This design comes from an exercise in tuning for small area, a short achievable clock period and few clock cycles per item on the open sky130 flow, not from production work. Where RTL was checked, it was by simulation tests only, not by an equivalence proof against the original.

==> flow/design.v (excerpt) <==
module mandel_engine #(
    parameter int BITS      = 16,
    parameter int ITER_BITS = 7
) (
    input  logic                   clk,
    input  logic                   rst_n,
    input  logic                   in_valid,
    output logic                   in_ready,
    input  logic signed [BITS-1:0] in_x,
    input  logic signed [BITS-1:0] in_y,
    input  logic                   julia_mode,
    input  logic signed [BITS-1:0] julia_cx,
    input  logic signed [BITS-1:0] julia_cy,
    input  logic [ITER_BITS-1:0]   max_iter,
    input  logic                   abort,
    output logic                   out_valid,
    input  logic                   out_ready,
    output logic [ITER_BITS-1:0]   out_iter,
    output logic                   out_escaped,
    output logic                   busy
);
Size in the first run: ~1700 cells after synthesis, roughly 120 flip-flops, roughly 88 I/O pins, roughly 18000 sq um of cells after synthesis.
export LEC_CHECK = 0
export CAP_MARGIN = 20
export CORE_MARGIN = 2
export CORE_UTILIZATION = 65
export CTS_BUF_LIST = sky130_fd_sc_hd__clkbuf_8
export PLACE_DENSITY = 0.75
export SLEW_MARGIN = 65
export SYNTH_HIERARCHICAL = 1
export SYNTH_MINIMUM_KEEP_SIZE = 0
create_clock -name core_clock -period 14.0 [get_ports {clk}]
standard.sh (not shown) runs the stock make flow with config.mk's settings and CLKGATE_MAP_FILE= SYNTH_SCRIPT=/design/flow/synth_recipe.tcl, a recipe that flattens the netlist after the stock synthesis.
==> flow/flow/run.sh <==
#!/bin/bash
# The standard layout (standard.sh), with the port buffers made from
# sky130_fd_sc_hd__buf_1 cells instead of the default choice of a delay
# buffer, and clock tree synthesis without dummy loads.
set -euo pipefail
export BUFFER_PORTS_ARGS="-buffer_cell sky130_fd_sc_hd__buf_1"
export CTS_ARGS="-sink_clustering_enable -repair_clock_nets -buf_list sky130_fd_sc_hd__clkbuf_8 -dont_use_dummy_load"
bash standard.sh > standard.log 2>&1
Testbench counts at the start, summed over its fixed seeds: cycles 84,151, points 2,048.
Next try:
==> flow/flow/run.sh (replaced) <==
#!/bin/bash
# The standard layout (standard.sh), with the port buffers made from
# sky130_fd_sc_hd__buf_1 cells instead of the default choice of a delay
# buffer, clock tree synthesis without dummy loads, and gain-based buffering
# of high-fanout nets after global placement (flow/gain.tcl).
set -euo pipefail
export BUFFER_PORTS_ARGS="-buffer_cell sky130_fd_sc_hd__buf_1"
export CTS_ARGS="-sink_clustering_enable -repair_clock_nets -buf_list sky130_fd_sc_hd__clkbuf_8 -dont_use_dummy_load"
export POST_GLOBAL_PLACE_TCL="$(pwd)/flow/gain.tcl"
bash standard.sh > standard.log 2>&1
==> flow/flow/gain.tcl (new file) <==
# After global placement: gain-based buffering of high-fanout nets.
estimate_parasitics -placement
repair_design -buffer_gain 4.0 -verbose
- SLEW_MARGIN: 65 -> 20
This time the run did not get past 3_3_place_gp, error EST-0104.
Synthesized cell count is unchanged.
Area after synthesis is unchanged.
Next try:
==> flow/flow/run.sh (replaced) <==
#!/bin/bash
# The standard layout (standard.sh), with the port buffers made from
# sky130_fd_sc_hd__buf_1 cells instead of the default choice of a delay
# buffer, and clock tree synthesis without dummy loads.
set -euo pipefail
export BUFFER_PORTS_ARGS="-buffer_cell sky130_fd_sc_hd__buf_1"
export CTS_ARGS="-sink_clustering_enable -repair_clock_nets -buf_list sky130_fd_sc_hd__clkbuf_8 -dont_use_dummy_load"
bash standard.sh > standard.log 2>&1
removed: flow/flow/gain.tcl
Now the flow went through all stages and came out clean. Synthesized cell count is unchanged. Synthesized area is unchanged.
Next try:
- CORE_UTILIZATION: 65 -> 70
- PLACE_DENSITY: 0.75 -> 0.85
Result: Wire length increases by 2.6%. Global-route usage climbs by 1.8 points. Die area fell by 7.0%. Final cell count is lower by 2.0%.
Next try:
==> flow/flow/run.sh (replaced) <==
#!/bin/bash
# The standard layout (standard.sh), with the port buffers made from
# sky130_fd_sc_hd__buf_1 cells instead of the default choice of a delay buffer.
set -euo pipefail
export BUFFER_PORTS_ARGS="-buffer_cell sky130_fd_sc_hd__buf_1"
bash standard.sh > standard.log 2>&1
- CORE_UTILIZATION: 70 -> 55
- PLACE_DENSITY: 0.85 -> 0.65
After rerunning: Via count is lower by about 4.3%; clock skew is lower by 0.0057 ns; cell count is higher by about 6%; non-clock buffer count is lower by 1; fmax is lower by 1.6%; area after synthesis stays the same.
Next try:
==> flow/flow/run.sh (replaced) <==
#!/bin/bash
# The standard layout (standard.sh), with the port buffers made from
# sky130_fd_sc_hd__buf_1 cells instead of the default choice of a delay
# buffer, and clock tree synthesis without dummy loads.
set -euo pipefail
export BUFFER_PORTS_ARGS="-buffer_cell sky130_fd_sc_hd__buf_1"
export CTS_ARGS="-sink_clustering_enable -repair_clock_nets -buf_list sky130_fd_sc_hd__clkbuf_8 -dont_use_dummy_load"
bash standard.sh > standard.log 2>&1
- CORE_UTILIZATION: 55 -> 65
- PLACE_DENSITY: 0.65 -> 0.74
The new run finished clean.
Maximum frequency hardly moves.
Cell area is lower by 1.4%.
Setup slack is about the same.
Global-route usage is higher by 4.9 points.
Hold slack stays flat.
Die area is lower by 15%.
Final cell count is lower by 3.6%.
Synthesized cell count is unchanged.
Core utilization is higher by 9.6 points.

========
Another version of the RTL of mandel_engine (not shown whole).
Size: ~1700 cells after synthesis, about 120 flip-flops.
Settings: LEC_CHECK=0, CAP_MARGIN=20, CORE_MARGIN=2, CORE_UTILIZATION=65, CTS_BUF_LIST=sky130_fd_sc_hd__clkbuf_8, PLACE_DENSITY=0.7, PLACE_DENSITY_LB_ADDON=0.1, SLEW_MARGIN=20, SYNTH_HIERARCHICAL=1, SYNTH_MINIMUM_KEEP_SIZE=0; clock period 14.0 ns.
==> flow/flow/run.sh <==
#!/bin/bash
# The standard layout (standard.sh), with: the port buffers made from
# sky130_fd_sc_hd__buf_1 cells instead of the default choice of a delay
# buffer; clock tree synthesis without dummy loads; after global placement,
# registers with many loads upsized (flow/gain.tcl); after detailed
# placement, buffers with many loads upsized (flow/bufs.tcl).
set -euo pipefail
export BUFFER_PORTS_ARGS="-buffer_cell sky130_fd_sc_hd__buf_1"
export CTS_ARGS="-sink_clustering_enable -repair_clock_nets -buf_list sky130_fd_sc_hd__clkbuf_8 -dont_use_dummy_load"
export POST_GLOBAL_PLACE_TCL="$(pwd)/flow/gain.tcl"
export POST_DETAIL_PLACE_TCL="$(pwd)/flow/bufs.tcl"
bash standard.sh > standard.log 2>&1
==> flow/flow/bufs.tcl <==
# After detailed placement: buffers that drive many loads get a stronger
# drive of their own kind (buf_4 -> buf_8).
set n 0
foreach inst [get_cells *] {
  if {[get_property $inst ref_name] ne "sky130_fd_sc_hd__buf_4"} { continue }
  set o [get_pins -of_objects $inst -filter "direction == output"]
  set loads [llength [get_pins -of_objects [get_nets -of_objects $o] -filter "direction == input"]]
  if {$loads >= 16} {
    replace_cell $inst sky130_fd_sc_hd__buf_8
    incr n
  }
}
puts "bufs.tcl: upsized $n buffers"
==> flow/flow/gain.tcl <==
# After global placement: registers that drive many loads get the
# strongest drive of their own cell type (dfxtp_1 -> dfxtp_4).
set n 0
foreach inst [get_cells *] {
  if {[get_property $inst ref_name] ne "sky130_fd_sc_hd__dfxtp_1"} { continue }
  set q [get_pins -of_objects $inst -filter "direction == output"]
  set loads [llength [get_pins -of_objects [get_nets -of_objects $q] -filter "direction == input"]]
  if {$loads >= 8} {
    replace_cell $inst sky130_fd_sc_hd__dfxtp_4
    incr n
  }
}
puts "gain.tcl: upsized $n registers"
Testbench counts at the start, summed over its fixed seeds: cycles 83,179, points 2,048.
Rerun with:
Settings changed: PLACE_DENSITY 0.7 to 0.8, PLACE_DENSITY_LB_ADDON 0.1 to default.
Effect: The new run went through all stages and came out clean; maximum frequency came out higher by 0.39%; register-to-register slack gets better by 0.02 ns; routed wire length rose by about 1.2%; synthesized area is unchanged; clock skew went up by 0.010 ns; core utilization is lower by 0.15 points; worst setup slack gets better by 0.024 ns.
Rerun with:
Settings changed: CELL_PAD_IN_SITES_DETAIL_PLACEMENT from default to 0, CELL_PAD_IN_SITES_GLOBAL_PLACEMENT from default to 0.
Effect: Clock skew is unchanged; clock-buffer cell count stays the same.

========
mandel_engine with an RTL version that a note above also has.
Size: roughly 1700 cells after synthesis, roughly 120 flip-flops, ~88 I/O pins, about 18000 um^2 of cells after synthesis.
Settings: LEC_CHECK=0, CAP_MARGIN=20, CORE_MARGIN=2, CORE_UTILIZATION=65, CTS_BUF_LIST=sky130_fd_sc_hd__clkbuf_8, GPL_ROUTABILITY_DRIVEN=0, PLACE_DENSITY=0.75, SLEW_MARGIN=20, SYNTH_HIERARCHICAL=1, SYNTH_MINIMUM_KEEP_SIZE=0; clock period 14.0 ns.
==> flow/flow/run.sh <==
#!/bin/bash
# The standard layout (standard.sh), with the port buffers made from
# sky130_fd_sc_hd__buf_1 cells instead of the default choice of a delay
# buffer, and clock tree synthesis without dummy loads.
set -euo pipefail
export BUFFER_PORTS_ARGS="-buffer_cell sky130_fd_sc_hd__buf_1"
export CTS_ARGS="-sink_clustering_enable -repair_clock_nets -buf_list sky130_fd_sc_hd__clkbuf_8 -dont_use_dummy_load"
bash standard.sh > standard.log 2>&1
The first run completed with no timing, DRC or antenna violations.
Testbench counts at the start, summed over its fixed seeds: cycles 84,151, points 2,048.
Rerun with:
==> flow/flow/run.sh (replaced) <==
#!/bin/bash
# The standard layout (standard.sh), with the port buffers made from
# sky130_fd_sc_hd__buf_1 cells instead of the default choice of a delay buffer.
set -euo pipefail
export BUFFER_PORTS_ARGS="-buffer_cell sky130_fd_sc_hd__buf_1"
bash standard.sh > standard.log 2>&1
- GPL_ROUTABILITY_DRIVEN: 0 -> default
Result: The new run passed the timing, design-rule and antenna checks. Synthesized cell count stays the same. Worst hold slack gains 0.0067 ns. Non-clock buffer count is unchanged. Clock-buffer cell count rose by 1. Worst setup slack loses 0.015 ns. Routed wire length rose by 1.3%. Fmax barely changes.
Rerun with:
==> flow/flow/run.sh (replaced) <==
#!/bin/bash
# The standard layout (standard.sh), with the port buffers made from
# sky130_fd_sc_hd__buf_1 cells instead of the default choice of a delay
# buffer, and clock tree synthesis without dummy loads.
set -euo pipefail
export BUFFER_PORTS_ARGS="-buffer_cell sky130_fd_sc_hd__buf_1"
export CTS_ARGS="-sink_clustering_enable -repair_clock_nets -buf_list \"sky130_fd_sc_hd__clkbuf_2 sky130_fd_sc_hd__clkbuf_4 sky130_fd_sc_hd__clkbuf_8\" -dont_use_dummy_load"
bash standard.sh > standard.log 2>&1
The new run produced a clean layout.
Critical path depth is unchanged.
Cell count falls slightly.
Area after synthesis stays the same.
Register-to-register slack gains 0.02 ns.
Via count falls slightly.
Worst setup slack gains 0.015 ns.
Core utilization falls by 0.86 points.
Rerun with:
==> flow/flow/run.sh (replaced) <==
#!/bin/bash
# The standard layout (standard.sh), with the port buffers made from
# sky130_fd_sc_hd__buf_1 cells instead of the default choice of a delay
# buffer, and clock tree synthesis without dummy loads.
set -euo pipefail
export BUFFER_PORTS_ARGS="-buffer_cell sky130_fd_sc_hd__buf_1"
export CTS_ARGS="-sink_clustering_enable -repair_clock_nets -buf_list sky130_fd_sc_hd__clkbuf_8 -dont_use_dummy_load -sink_clustering_size 30 -sink_clustering_max_diameter 100"
bash standard.sh > standard.log 2>&1
Result: Non-clock buffer count is unchanged; synthesized cell count is unchanged.
Rerun with:
==> flow/flow/run.sh (replaced) <==
#!/bin/bash
# The standard layout (standard.sh), with the port buffers made from
# sky130_fd_sc_hd__buf_1 cells instead of the default choice of a delay
# buffer, clock tree synthesis without dummy loads, and gain-based buffering
# of high-fanout nets after global placement (flow/gain.tcl).
set -euo pipefail
export BUFFER_PORTS_ARGS="-buffer_cell sky130_fd_sc_hd__buf_1"
export CTS_ARGS="-sink_clustering_enable -repair_clock_nets -buf_list sky130_fd_sc_hd__clkbuf_8 -dont_use_dummy_load"
export POST_GLOBAL_PLACE_TCL="$(pwd)/flow/gain.tcl"
bash standard.sh > standard.log 2>&1
==> flow/flow/gain.tcl (new file) <==
# After global placement: registers that drive many loads get the
# strongest drive of their own cell type (dfxtp_1 -> dfxtp_4).
set n 0
foreach inst [get_cells *] {
  if {[get_property $inst ref_name] ne "sky130_fd_sc_hd__dfxtp_1"} { continue }
  set q [get_pins -of_objects $inst -filter "direction == output"]
  set loads [llength [get_pins -of_objects [get_nets -of_objects $q] -filter "direction == input"]]
  if {$loads >= 8} {
    replace_cell $inst sky130_fd_sc_hd__dfxtp_4
    incr n
  }
}
puts "gain.tcl: upsized $n registers"
The changed run went through all stages and came out clean.
Hold slack barely changes.
Core utilization increases by 0.13 points.
Synthesized cell count does not change.
Non-clock buffer count is unchanged.

========
v29:
mandel_engine, a different RTL version from the one above (not shown whole).
Size in the first run: ~88 I/O pins, roughly 0.018 sq mm of cells after synthesis.
Settings: LEC_CHECK=0, CAP_MARGIN=20, CORE_MARGIN=2, CORE_UTILIZATION=55, CTS_BUF_LIST=sky130_fd_sc_hd__clkbuf_8, PLACE_DENSITY=0.65, SLEW_MARGIN=20, SYNTH_HIERARCHICAL=1, SYNTH_MINIMUM_KEEP_SIZE=0; clock period 14.0 ns.
==> flow/flow/run.sh <==
#!/bin/bash
# The standard layout (standard.sh), with the port buffers made from
# sky130_fd_sc_hd__buf_1 cells instead of the default choice of a delay buffer.
set -euo pipefail
export BUFFER_PORTS_ARGS="-buffer_cell sky130_fd_sc_hd__buf_1"
bash standard.sh > standard.log 2>&1
Testbench counts of v29, summed over its fixed seeds: cycles 84,151, points 2,048.
diff inputs: v29 => v7
- swapping 55 for 65 in CORE_UTILIZATION
- swapping 0.65 for 0.75 in PLACE_DENSITY
Findings:
v29 and v7 ended up with roughly the same layout buffering overhead excluding clock cells.
v7 and v29 ended up with nearly the same sequential share of layout area.
Part of the cycle the worst path needs: v7 vs v29, no meaningful difference
Diff v29 -> v7 | initial cell density of the core | increase of 11 points
v7 vs. v29: hold slack went down by 0.019 ns.
v7 against v29: post-route worst setup slack decreased 0.011 ns; placement-stage worst setup slack increased 0.021 ns; minimum clock period after layout increased 0.011 ns; share of synthesized registers carrying an async set or reset essentially unchanged.

========
mandel_engine, a different RTL version from the one above (not shown whole).
Size in the first run: roughly 120 flip-flops, roughly 0.019 sq mm of cells after synthesis.
==> flow/config.mk <==
export PLATFORM = sky130hd
export DESIGN_NAME = mandel_engine
export DESIGN_NICKNAME = mandel_engine
export VERILOG_FILES = /design/flow/design.v
export SDC_FILE = /design/flow/constraint.sdc
export NUM_CORES = 4
export LEC_CHECK = 0
export CAP_MARGIN = 20
export CORE_MARGIN = 2
export CORE_UTILIZATION = 65
export CTS_BUF_LIST = sky130_fd_sc_hd__clkbuf_8
export PLACE_DENSITY = 0.8
export SLEW_MARGIN = 20
export SYNTH_HIERARCHICAL = 1
export SYNTH_MINIMUM_KEEP_SIZE = 0
==> flow/constraint.sdc <==
create_clock -name core_clock -period 14.0 [get_ports {clk}]
set_input_delay 2.8000 -clock core_clock [delete_from_list [all_inputs] [get_ports {clk}]]
set_output_delay 2.8000 -clock core_clock [all_outputs]
set_load 0.01 [all_outputs]
==> flow/flow/run.sh <==
#!/bin/bash
# The standard layout (standard.sh), with: the port buffers made from
# sky130_fd_sc_hd__buf_1 cells instead of the default choice of a delay
# buffer; clock tree synthesis without dummy loads; after global placement,
# registers with many loads upsized (flow/gain.tcl); after detailed
# placement, buffers with many loads upsized (flow/bufs.tcl).
set -euo pipefail
export BUFFER_PORTS_ARGS="-buffer_cell sky130_fd_sc_hd__buf_1"
export CTS_ARGS="-sink_clustering_enable -repair_clock_nets -buf_list sky130_fd_sc_hd__clkbuf_8 -dont_use_dummy_load"
export POST_GLOBAL_PLACE_TCL="$(pwd)/flow/gain.tcl"
export POST_DETAIL_PLACE_TCL="$(pwd)/flow/bufs.tcl"
bash standard.sh > standard.log 2>&1
==> flow/flow/gain.tcl <==
# After global placement: registers that drive many loads get the
# strongest drive of their own cell type (dfxtp_1 -> dfxtp_4).
set n 0
foreach inst [get_cells *] {
  if {[get_property $inst ref_name] ne "sky130_fd_sc_hd__dfxtp_1"} { continue }
  set q [get_pins -of_objects $inst -filter "direction == output"]
  set loads [llength [get_pins -of_objects [get_nets -of_objects $q] -filter "direction == input"]]
  if {$loads >= 8} {
    replace_cell $inst sky130_fd_sc_hd__dfxtp_4
    incr n
  }
}
puts "gain.tcl: upsized $n registers"
Scripts as last shown in full above: flow/flow/bufs.tcl
Then changed:
==> flow/flow/run.sh (replaced) <==
#!/bin/bash
# The standard layout (standard.sh), with the port buffers made from
# sky130_fd_sc_hd__buf_1 cells instead of the default choice of a delay
# buffer, and clock tree synthesis without dummy loads.
set -euo pipefail
export BUFFER_PORTS_ARGS="-buffer_cell sky130_fd_sc_hd__buf_1"
export CTS_ARGS="-sink_clustering_enable -repair_clock_nets -buf_list sky130_fd_sc_hd__clkbuf_8 -dont_use_dummy_load"
bash standard.sh > standard.log 2>&1
Settings changed: PLACE_DENSITY 0.8 to 0.75.
removed: flow/flow/bufs.tcl
removed: flow/flow/gain.tcl
The changed run passed the timing, design-rule and antenna checks.
Wire length is higher by 0.49%.
Die area is unchanged.
No run of this note included a check of the RTL's function; only the layout flow was run.

[what the ideal ports hide]
The results above use ideal ports. As a check the final layouts listed here were re-extracted and re-timed, cells and wires unchanged. Step 1 sets driving cells, clkbuf_16 on the clock port and buf_2 on the other inputs (assumed; they add their load-dependent delay and slew). Step 2 moves the port delays by t, midway between the first and last clock arrival at a register: inputs arrive t later, outputs are due t later. That takes back most of the time a late clock gives input paths. a / b / c = ideal ports / drivers / drivers and shift; a / b = the first two.
run	t (ns)	slack for setup (ns)	worst hold slack (ns)
the first run of note 1	0.490	7.834 / 7.834 / 7.834	0.508 / 0.508 / 0.508
the third run of note 1	0.487	7.816 / 7.816 / 7.816	0.509 / 0.509 / 0.509
the fourth run of note 1	0.487	7.722 / 7.722 / 7.722	0.518 / 0.518 / 0.518
the fifth run of note 1	0.520	7.619 / 7.619 / 7.619	0.502 / 0.502 / 0.502
the sixth run of note 1	0.495	7.620 / 7.620 / 7.620	0.505 / 0.505 / 0.505
the first run of note 2	0.483	7.870 / 7.870 / 7.870	0.542 / 0.542 / 0.542
the second run of note 2	0.509	7.894 / 7.894 / 7.894	0.540 / 0.540 / 0.540
the third run of note 2	0.509	7.894 / 7.894 / 7.894	0.540 / 0.540 / 0.540
the first run of note 3	0.487	7.816 / 7.816 / 7.816	0.509 / 0.509 / 0.509
the second run of note 3	0.522	7.801 / 7.801 / 7.801	0.515 / 0.515 / 0.515
the third run of note 3	0.487	7.816 / 7.816 / 7.816	0.509 / 0.509 / 0.509
the fourth run of note 3	0.487	7.816 / 7.816 / 7.816	0.509 / 0.509 / 0.509
the fifth run of note 3	0.486	7.855 / 7.855 / 7.855	0.512 / 0.512 / 0.512
v29	0.500	7.767 / 7.767 / 7.767	0.552 / 0.552 / 0.552
v7	0.524	7.756 / 7.712 / 7.760	0.532 / 0.532 / 0.532
the first run of note 5	0.496	7.769 / 7.769 / 7.769	0.544 / 0.544 / 0.544
the second run of note 5	0.517	7.719 / 7.719 / 7.719	0.554 / 0.554 / 0.554
After both steps every run listed still meets setup and hold.
